What follows belongs to an exercise in optimizing a design on an open flow for small area; a production flow would make more cautious choices. Where RTL was checked, it was by simulation tests only, not by an equivalence proof against the original. The flow treats the clock pin as an ideal source, which a real chip does not have. Power figures rest on the tool's default switching activity, not on a simulated workload.

== run A ==
==> flow/design.v (excerpt) <==
module mcm_chip (
	input  logic                               clk,
	input  logic                               rst_n_i,
	input  logic                               spi_clk_i,
	input  logic                               spi_scsn_i,
	input  logic                               spi_mosi_i,
	output logic                               spi_miso_o,
	input  logic [2*4-1:0]        quad_i,
	input  logic [3*4-1:0]        limit_i,
	output logic [4-1:0]          intrpt_o
);
==> flow/config.mk <==
export PLATFORM = sky130hd
export DESIGN_NAME = mcm_chip
export DESIGN_NICKNAME = mcm_chip
export VERILOG_FILES = /design/flow/design.v
export SDC_FILE = /design/flow/constraint.sdc
export NUM_CORES = 4
export LEC_CHECK = 0
export CAP_MARGIN = 0
export CORE_MARGIN = 2
export CORE_UTILIZATION = 60
export GPL_TIMING_DRIVEN = 0
export HOLD_SLACK_MARGIN = 0
export SLEW_MARGIN = 0
export SYNTH_HIERARCHICAL = 1
==> flow/constraint.sdc <==
create_clock -name core_clock -period 5.0 [get_ports {clk}]
set_input_delay 1.0000 -clock core_clock [delete_from_list [all_inputs] [get_ports {clk}]]
set_output_delay 1.0000 -clock core_clock [all_outputs]
set_load 0.01 [all_outputs]
standard.sh (not shown) runs the stock make flow with config.mk's settings and CLKGATE_MAP_FILE= SYNTH_SCRIPT=/design/flow/synth_recipe.tcl, a recipe that flattens the netlist after the stock synthesis.
==> flow/flow/run.sh <==
#!/bin/bash
# Standard layout with three changes: small port buffers, no CTS dummy
# loads, and a power (area) recovery pass after CTS. make's output goes to
# standard.log; each ORFS step keeps its own log under orfs/logs.
set -euo pipefail
here=$(pwd)
export BUFFER_PORTS_ARGS="-buffer_cell sky130_fd_sc_hd__buf_1"
export CTS_ARGS="-sink_clustering_enable -repair_clock_nets -dont_use_dummy_load -buf_list sky130_fd_sc_hd__clkbuf_4 -sink_clustering_size 10 -sink_clustering_max_diameter 40"
export POST_CTS_TCL="$here/flow/post_cts.tcl"
bash standard.sh > standard.log 2>&1
==> flow/flow/post_cts.tcl <==
# after CTS and its timing repair: size down cells that have slack to spare
puts "post_cts: recovering area on paths with slack"
estimate_parasitics -placement
repair_timing -recover_power 100 -verbose
detailed_placement
check_placement -verbose
report_design_area
Run A did not stop at any stage, and its layout met the timing, design-rule and antenna checks.
### run A -> run B
--- a/flow/flow/run.sh
+++ b/flow/flow/run.sh
@@ -9,0 +10,2 @@
+export RECOVER_POWER=100
+export POST_GLOBAL_ROUTE_TCL="$here/flow/post_grt.tcl"
==> flow/flow/post_grt.tcl (new file) <==
# after global route and its power recovery: repair any slew or
# capacitance the downsizing broke, then route the changed nets again
puts "post_grt: repair design after power recovery"
global_route -start_incremental
estimate_parasitics -global_routing
repair_design -verbose
detailed_placement
global_route -end_incremental
check_placement -verbose
estimate_parasitics -global_routing
report_design_area
--- a/flow/config.mk
+++ b/flow/config.mk
@@ -10,2 +10 @@
-export CORE_UTILIZATION = 60
-export GPL_TIMING_DRIVEN = 0
+export CORE_UTILIZATION = 50
Going from run A to run B, worst-case register-to-register setup slack went up, global-route wire length before repair went up about 6%.
Run B vs run A — portion of total power attributed to combinational logic dropped 1.5 points.
Run B against run A: internal power summed over all cells level; utilization moved down; final design area excluding fillers moved down; synthesis-to-layout area growth moved down.
Run B vs run A: sequential share of layout area up
Longest individual stage delay on the worst path: run B vs run A up 230 ps
Setup changes, run B to run C
--- a/flow/flow/run.sh
+++ b/flow/flow/run.sh
@@ -11 +10,0 @@
-export POST_GLOBAL_ROUTE_TCL="$here/flow/post_grt.tcl"
--- a/flow/config.mk
+++ b/flow/config.mk
@@ -10 +10 @@
-export CORE_UTILIZATION = 50
+export CORE_UTILIZATION = 75
removed: flow/flow/post_grt.tcl
--- outcome ---
Compared with run B, run C degrades initial detailed-routing violation count. In the reports for run B and run C, the larger synthesis-to-layout area growth belongs to run B. Total routed wirelength in run C is about 2% below run B. Looking at worst hold-check path type, the reg -> reg result is from run C; the in -> async one comes from run B. In run C, the final worst-path cycle share came out 2.7 points above the value in run B. Across run B and run C, a clean result was obtained everywhere but in run C. Run C completed end to end; final checks failed (max-capacitance violations, max-slew violations). Taking run B as the reference, in run C internal portion of total power lost about 1.9%, combinational power climbed about 1%, cell count lost 160, number of global-route vias before repair +333. Delta (run C minus run B): part of the power in combinational logic grew by 0.4 points, worst stage delay on the critical path has increased, die area fell by 33%.
Setup changes, run C to run D
--- a/flow/flow/run.sh
+++ b/flow/flow/run.sh
@@ -10 +9,0 @@
-export RECOVER_POWER=100
--- a/flow/config.mk
+++ b/flow/config.mk
@@ -10 +10 @@
-export CORE_UTILIZATION = 75
+export CORE_UTILIZATION = 60
Slowest cell on the critical path: dfrtp_2 -> run D, nor2_1 -> run C. Diff run C -> run D | die height | up by more than 10%. Run D did not stop at any stage, and its layout met the timing, design-rule and antenna checks. The internal reg-to-reg setup slack in run D sits 140 ps above the value recorded for run C. Run D — cell count along the critical path 12 higher, run C as reference. Compared with run C, run D instantiates a larger number of standard cells. Against run C, run D comes in 850 um lower on wire length. Run D against run C: worst setup slack increased by 140 ps relative to the old numbers, part of the total power dissipated in combinational logic -0.4 points, global routing usage on met2 decreased by 15 points relative to the old numbers, largest stage delay on the critical path decreased by 310 ps relative to the old numbers, global-route usage now smaller. Clock network fraction of design power, run D and run C: higher on run D.

* * *

Starting RTL as in the previous note.
==> flow/config.mk <==
export PLATFORM = sky130hd
export DESIGN_NAME = mcm_chip
export DESIGN_NICKNAME = mcm_chip
export VERILOG_FILES = /design/flow/design.v
export SDC_FILE = /design/flow/constraint.sdc
export NUM_CORES = 4
export LEC_CHECK = 0
export CAP_MARGIN = 0
export CORE_MARGIN = 2
export CORE_UTILIZATION = 60
export HOLD_SLACK_MARGIN = 0
export SLEW_MARGIN = 0
export SYNTH_HIERARCHICAL = 1
==> flow/constraint.sdc <==
create_clock -name core_clock -period 5.0 [get_ports {clk}]
set_input_delay 1.0000 -clock core_clock [delete_from_list [all_inputs] [get_ports {clk}]]
set_output_delay 1.0000 -clock core_clock [all_outputs]
set_load 0.01 [all_outputs]
==> flow/flow/run.sh <==
#!/bin/bash
# Standard layout with three changes: small port buffers, no CTS dummy
# loads, and a power (area) recovery pass after CTS. make's output goes to
# standard.log; each ORFS step keeps its own log under orfs/logs.
set -euo pipefail
here=$(pwd)
export BUFFER_PORTS_ARGS="-buffer_cell sky130_fd_sc_hd__buf_1"
export CTS_ARGS="-sink_clustering_enable -repair_clock_nets -dont_use_dummy_load -buf_list sky130_fd_sc_hd__clkbuf_4 -sink_clustering_size 10 -sink_clustering_max_diameter 40"
export POST_CTS_TCL="$here/flow/post_cts.tcl"
export RECOVER_POWER=100
bash standard.sh > standard.log 2>&1
Scripts as last shown in full above: flow/flow/post_cts.tcl
The first run completed, yet does not pass: max-capacitance violations, max-slew violations.
==> next run, changes <==
--- a/flow/flow/run.sh
+++ b/flow/flow/run.sh
@@ -10,2 +10,3 @@
 export RECOVER_POWER=100
+export POST_GLOBAL_ROUTE_TCL="$here/flow/post_grt.tcl"
 bash standard.sh > standard.log 2>&1
==> flow/flow/post_grt.tcl (new file) <==
# after global route and its power recovery: repair any slew or
# capacitance the downsizing broke, then route the changed nets again
puts "post_grt: repair design after power recovery"
global_route -start_incremental
estimate_parasitics -global_routing
repair_design -verbose
detailed_placement
global_route -end_incremental
check_placement -verbose
estimate_parasitics -global_routing
report_design_area
What happened: This time the run went through all stages and came out clean. Global-route usage stays the same. Maximum frequency came out lower slightly. Area after synthesis is unchanged. Die area stays the same. Final area barely changes. Clock-buffer cell count stays the same. Cell count hardly moves. Clock power hardly moves. Setup slack loses 18 ps. Non-clock buffer count came out higher by 1. Critical path depth is unchanged.

* * *

mcm_chip, a different RTL version from the one above (not shown whole).
For scale: roughly 30 I/O pins, roughly 0.015 mm² of cells after synthesis.
// mcm_chip
module mcm_chip (
	input  logic                               clk,
	input  logic                               rst_n_i,
	input  logic                               spi_clk_i,
	input  logic                               spi_scsn_i,
	input  logic                               spi_mosi_i,
	output logic                               spi_miso_o,
	input  logic [2*4-1:0]        quad_i,
	input  logic [3*4-1:0]        limit_i,
	output logic [4-1:0]          intrpt_o
);
	mcm_top i_mcm_top (
		.clk        (clk),
		.rst_n_i    (rst_n_i),
		.spi_clk_i  (spi_clk_i),
		.spi_scsn_i (spi_scsn_i),
		.spi_mosi_i (spi_mosi_i),
		.spi_miso_o (spi_miso_o),
		.quad_i     (quad_i),
		.limit_i    (limit_i),
		.intrpt_o   (intrpt_o)
	);
endmodule
export LEC_CHECK = 0
export CAP_MARGIN = 20
export CORE_MARGIN = 2
export CORE_UTILIZATION = 60
export CTS_BUF_LIST = sky130_fd_sc_hd__clkbuf_8
export CTS_CLUSTER_DIAMETER = 50
export CTS_CLUSTER_SIZE = 18
export HOLD_SLACK_MARGIN = 0
export SLEW_MARGIN = 20
export SYNTH_HIERARCHICAL = 1
create_clock -name core_clock -period 5.0 [get_ports {clk}]
==> flow/flow/run.sh <==
#!/bin/bash
# Standard layout with three changes: small port buffers, no CTS dummy
# loads, and a power (area) recovery pass after CTS. make's output goes to
# standard.log; each ORFS step keeps its own log under orfs/logs.
set -euo pipefail
here=$(pwd)
export BUFFER_PORTS_ARGS="-buffer_cell sky130_fd_sc_hd__buf_1"
export CTS_ARGS="-sink_clustering_enable -repair_clock_nets -dont_use_dummy_load -buf_list sky130_fd_sc_hd__clkbuf_8 -sink_clustering_size 18 -sink_clustering_max_diameter 50"
export POST_CTS_TCL="$here/flow/post_cts.tcl"
bash standard.sh > standard.log 2>&1
Scripts as last shown in full above: flow/flow/post_cts.tcl
The baseline went through all stages and came out clean.
==> next run, changes <==
==> flow/flow/run.sh (replaced) <==
#!/bin/bash
# Standard layout with three changes: small port buffers, no CTS dummy
# loads, and a power (area) recovery pass after CTS. make's output goes to
# standard.log; each ORFS step keeps its own log under orfs/logs.
set -euo pipefail
here=$(pwd)
export BUFFER_PORTS_ARGS="-buffer_cell sky130_fd_sc_hd__buf_1"
export CTS_ARGS="-sink_clustering_enable -repair_clock_nets -dont_use_dummy_load -buf_list sky130_fd_sc_hd__clkbuf_4 -sink_clustering_size 12 -sink_clustering_max_diameter 40"
export POST_CTS_TCL="$here/flow/post_cts.tcl"
bash standard.sh > standard.log 2>&1
- CTS_BUF_LIST: sky130_fd_sc_hd__clkbuf_8 -> default
- CTS_CLUSTER_DIAMETER: 50 -> default
- CTS_CLUSTER_SIZE: 18 -> default
Synthesized cell count does not change.
Clock power went down by 15%.
Flip-flop and latch count stays the same.
Final cell count went up by 0.65%.
Clock-buffer cell count went up by 11.
==> next run, changes <==
==> flow/flow/run.sh (replaced) <==
#!/bin/bash
# standard layout, full log kept here
bash standard.sh > standard.log 2>&1
- CTS_BUF_LIST: default -> sky130_fd_sc_hd__clkbuf_8
- CTS_CLUSTER_DIAMETER: default -> 50
- CTS_CLUSTER_SIZE: default -> 18
removed: flow/flow/post_cts.tcl
Wire length went up by 2.2%.
Final cell count increases by 0.64%.
Via count goes up by 1.1%.
Power climbs by 13%.
Clock skew fell by 27 ps.
Die area does not change.
Non-clock buffer count fell by 4.
Final area came out higher by 4.0%.
Fmax came out lower by 3.2%.
Function was not checked in any run of this note: the RTL went through the layout flow alone.

* * *

mcm_chip, a different RTL version from the one above (not shown whole).
For scale: ~1400 cells after synthesis, roughly 30 I/O pins, about 0.014 mm^2 of cells after synthesis.
==> flow/config.mk <==
export PLATFORM = sky130hd
export DESIGN_NAME = mcm_chip
export DESIGN_NICKNAME = mcm_chip
export VERILOG_FILES = /design/flow/design.v
export SDC_FILE = /design/flow/constraint.sdc
export NUM_CORES = 4
export LEC_CHECK = 0
export CAP_MARGIN = 0
export CORE_MARGIN = 2
export CORE_UTILIZATION = 80
export HOLD_SLACK_MARGIN = 0
export SLEW_MARGIN = 0
export SYNTH_HIERARCHICAL = 1
==> flow/constraint.sdc <==
create_clock -name core_clock -period 5.0 [get_ports {clk}]
set_input_delay 1.0000 -clock core_clock [delete_from_list [all_inputs] [get_ports {clk}]]
set_output_delay 1.0000 -clock core_clock [all_outputs]
set_load 0.01 [all_outputs]
==> flow/flow/run.sh <==
#!/bin/bash
# Standard layout with three changes: small port buffers, no CTS dummy
# loads, and a power (area) recovery pass after CTS. make's output goes to
# standard.log; each ORFS step keeps its own log under orfs/logs.
set -euo pipefail
here=$(pwd)
export BUFFER_PORTS_ARGS="-buffer_cell sky130_fd_sc_hd__buf_1"
export CTS_ARGS="-sink_clustering_enable -repair_clock_nets -dont_use_dummy_load -buf_list sky130_fd_sc_hd__clkbuf_4 -sink_clustering_size 10 -sink_clustering_max_diameter 40"
export POST_CTS_TCL="$here/flow/post_cts.tcl"
export RECOVER_POWER=100
export POST_GLOBAL_ROUTE_TCL="$here/flow/post_grt.tcl"
bash standard.sh > standard.log 2>&1
==> flow/flow/post_cts.tcl <==
# after CTS and its timing repair: size down cells that have slack to spare
puts "post_cts: recovering area on paths with slack"
estimate_parasitics -placement
repair_timing -recover_power 100 -verbose
detailed_placement
check_placement -verbose
report_design_area
==> flow/flow/post_grt.tcl <==
# after global route and its power recovery: repair any slew or
# capacitance the downsizing broke, then route the changed nets again
puts "post_grt: repair design after power recovery"
global_route -start_incremental
estimate_parasitics -global_routing
repair_design -verbose
detailed_placement
global_route -end_incremental
check_placement -verbose
estimate_parasitics -global_routing
report_design_area
Rerun with:
--- a/flow/flow/run.sh
+++ b/flow/flow/run.sh
@@ -7,3 +7,3 @@
 export BUFFER_PORTS_ARGS="-buffer_cell sky130_fd_sc_hd__buf_1"
-export CTS_ARGS="-sink_clustering_enable -repair_clock_nets -dont_use_dummy_load -buf_list sky130_fd_sc_hd__clkbuf_4 -sink_clustering_size 10 -sink_clustering_max_diameter 40"
+export CTS_ARGS="-sink_clustering_enable -repair_clock_nets -dont_use_dummy_load -buf_list sky130_fd_sc_hd__clkbuf_4 -sink_clustering_size 14 -sink_clustering_max_diameter 25"
 export POST_CTS_TCL="$here/flow/post_cts.tcl"
Settings changed: CORE_UTILIZATION 80 to 72.
Critical path depth stays the same. Non-clock buffer count is higher by 4. Routed wire length fell by 3.8%. Sequential cell count is unchanged. Final area rose by about 2.1%. Clock skew rises by 42 ps.
Rerun with:
--- a/flow/flow/run.sh
+++ b/flow/flow/run.sh
@@ -7,3 +7,3 @@
 export BUFFER_PORTS_ARGS="-buffer_cell sky130_fd_sc_hd__buf_1"
-export CTS_ARGS="-sink_clustering_enable -repair_clock_nets -dont_use_dummy_load -buf_list sky130_fd_sc_hd__clkbuf_4 -sink_clustering_size 14 -sink_clustering_max_diameter 25"
+export CTS_ARGS="-sink_clustering_enable -repair_clock_nets -dont_use_dummy_load -buf_list sky130_fd_sc_hd__clkbuf_4 -sink_clustering_size 10 -sink_clustering_max_diameter 40"
 export POST_CTS_TCL="$here/flow/post_cts.tcl"
Result:
- final area shrinks slightly
- flip-flop and latch count stays the same
- total power fell by a little under a tenth

* * *

Starting RTL as in the previous note.
Settings: LEC_CHECK=0, CAP_MARGIN=0, CORE_MARGIN=2, CORE_UTILIZATION=72, HOLD_SLACK_MARGIN=0, PLACE_DENSITY=0.75, SLEW_MARGIN=0, SYNTH_HIERARCHICAL=1; clock period 5.0 ns.
==> flow/flow/run.sh <==
#!/bin/bash
# Standard layout with three changes: small port buffers, no CTS dummy
# loads, and a power (area) recovery pass after CTS. make's output goes to
# standard.log; each ORFS step keeps its own log under orfs/logs.
set -euo pipefail
here=$(pwd)
export BUFFER_PORTS_ARGS="-buffer_cell sky130_fd_sc_hd__buf_1"
export CTS_ARGS="-sink_clustering_enable -repair_clock_nets -dont_use_dummy_load -buf_list sky130_fd_sc_hd__clkbuf_4 -sink_clustering_size 10 -sink_clustering_max_diameter 40"
export POST_CTS_TCL="$here/flow/post_cts.tcl"
export RECOVER_POWER=100
export POST_GLOBAL_ROUTE_TCL="$here/flow/post_grt.tcl"
bash standard.sh > standard.log 2>&1
Scripts as last shown in full above: flow/flow/post_cts.tcl, flow/flow/post_grt.tcl
Edit:
--- a/flow/flow/run.sh
+++ b/flow/flow/run.sh
@@ -8 +8 @@
-export CTS_ARGS="-sink_clustering_enable -repair_clock_nets -dont_use_dummy_load -buf_list sky130_fd_sc_hd__clkbuf_4 -sink_clustering_size 10 -sink_clustering_max_diameter 40"
+export CTS_ARGS="-sink_clustering_enable -repair_clock_nets -dont_use_dummy_load -buf_list sky130_fd_sc_hd__clkbuf_4 -sink_clustering_size 12 -sink_clustering_max_diameter 30"
Settings changed: PLACE_DENSITY 0.75 to unset.
- non-clock buffer count is unchanged
- worst hold slack is worse by 0.029 ns
- setup slack is worse by 0.095 ns
- sequential power barely changes
- via count stays flat

-- static timing again, ports no longer ideal --
In the flow no input, the clock included, has a driving cell. The finished layouts below were timed again as built, in two steps. Step 1 sets driving cells, clkbuf_16 on the clock port and buf_2 on the other inputs (assumed; they add their load-dependent delay and slew). Step 2 adds t to the input delays and takes it off the output delays; t is the mean of the earliest and latest rising clock arrival at the registers after step 1. Input paths then give back, and output paths get back, about the clock's delay inside the block. Three values: ideal ports, drivers, drivers and shift; two values: the first two.
| run | shift t [ns] | setup WS [ns] | slew at the worst register clock pin (ns) | worst slew at a driven data input, ns | cell pins on the clock port's net |
|---|---|---|---|---|---|
| run A | 0.709 | 0.469 / 0.469 / 0.469 | 0.12 / 0.12 | 0.03 | 1 |
| run B | 0.703 | 0.507 / 0.507 / 0.507 | 0.11 / 0.11 | 0.05 | 1 |
| run C | 0.673 | 0.374 / 0.374 / 0.374 | 0.11 / 0.11 | 0.04 | 1 |
| run D | 0.688 | 0.511 / 0.511 / 0.511 | 0.11 / 0.11 | 0.04 | 1 |
| the first run of note 2 | 0.688 | 0.414 / 0.414 / 0.414 | 0.12 / 0.12 | 0.04 | 1 |
| the second run of note 2 | 0.688 | 0.395 / 0.395 / 0.395 | 0.11 / 0.11 | 0.04 | 1 |
| the first run of note 3 | 0.565 | 1.102 / 1.102 / 1.102 | 0.10 / 0.10 | 0.03 | 1 |
| the second run of note 3 | 0.698 | 1.093 / 1.093 / 1.093 | 0.12 / 0.12 | 0.03 | 1 |
| the third run of note 3 | 0.588 | 0.965 / 0.965 / 0.965 | 0.10 / 0.10 | 0.05 | 1 |
| the first run of note 4 | 0.686 | 0.456 / 0.456 / 0.456 | 0.11 / 0.11 | 0.04 | 1 |
| the second run of note 4 | 0.706 | 0.442 / 0.442 / 0.442 | 0.10 / 0.10 | 0.04 | 1 |
| the third run of note 4 | 0.683 | 0.518 / 0.518 / 0.518 | 0.11 / 0.11 | 0.04 | 1 |
| the first run of note 5 | 0.683 | 0.518 / 0.518 / 0.518 | 0.11 / 0.11 | 0.04 | 1 |
| the second run of note 5 | 0.720 | 0.423 / 0.423 / 0.423 | 0.11 / 0.11 | 0.04 | 1 |
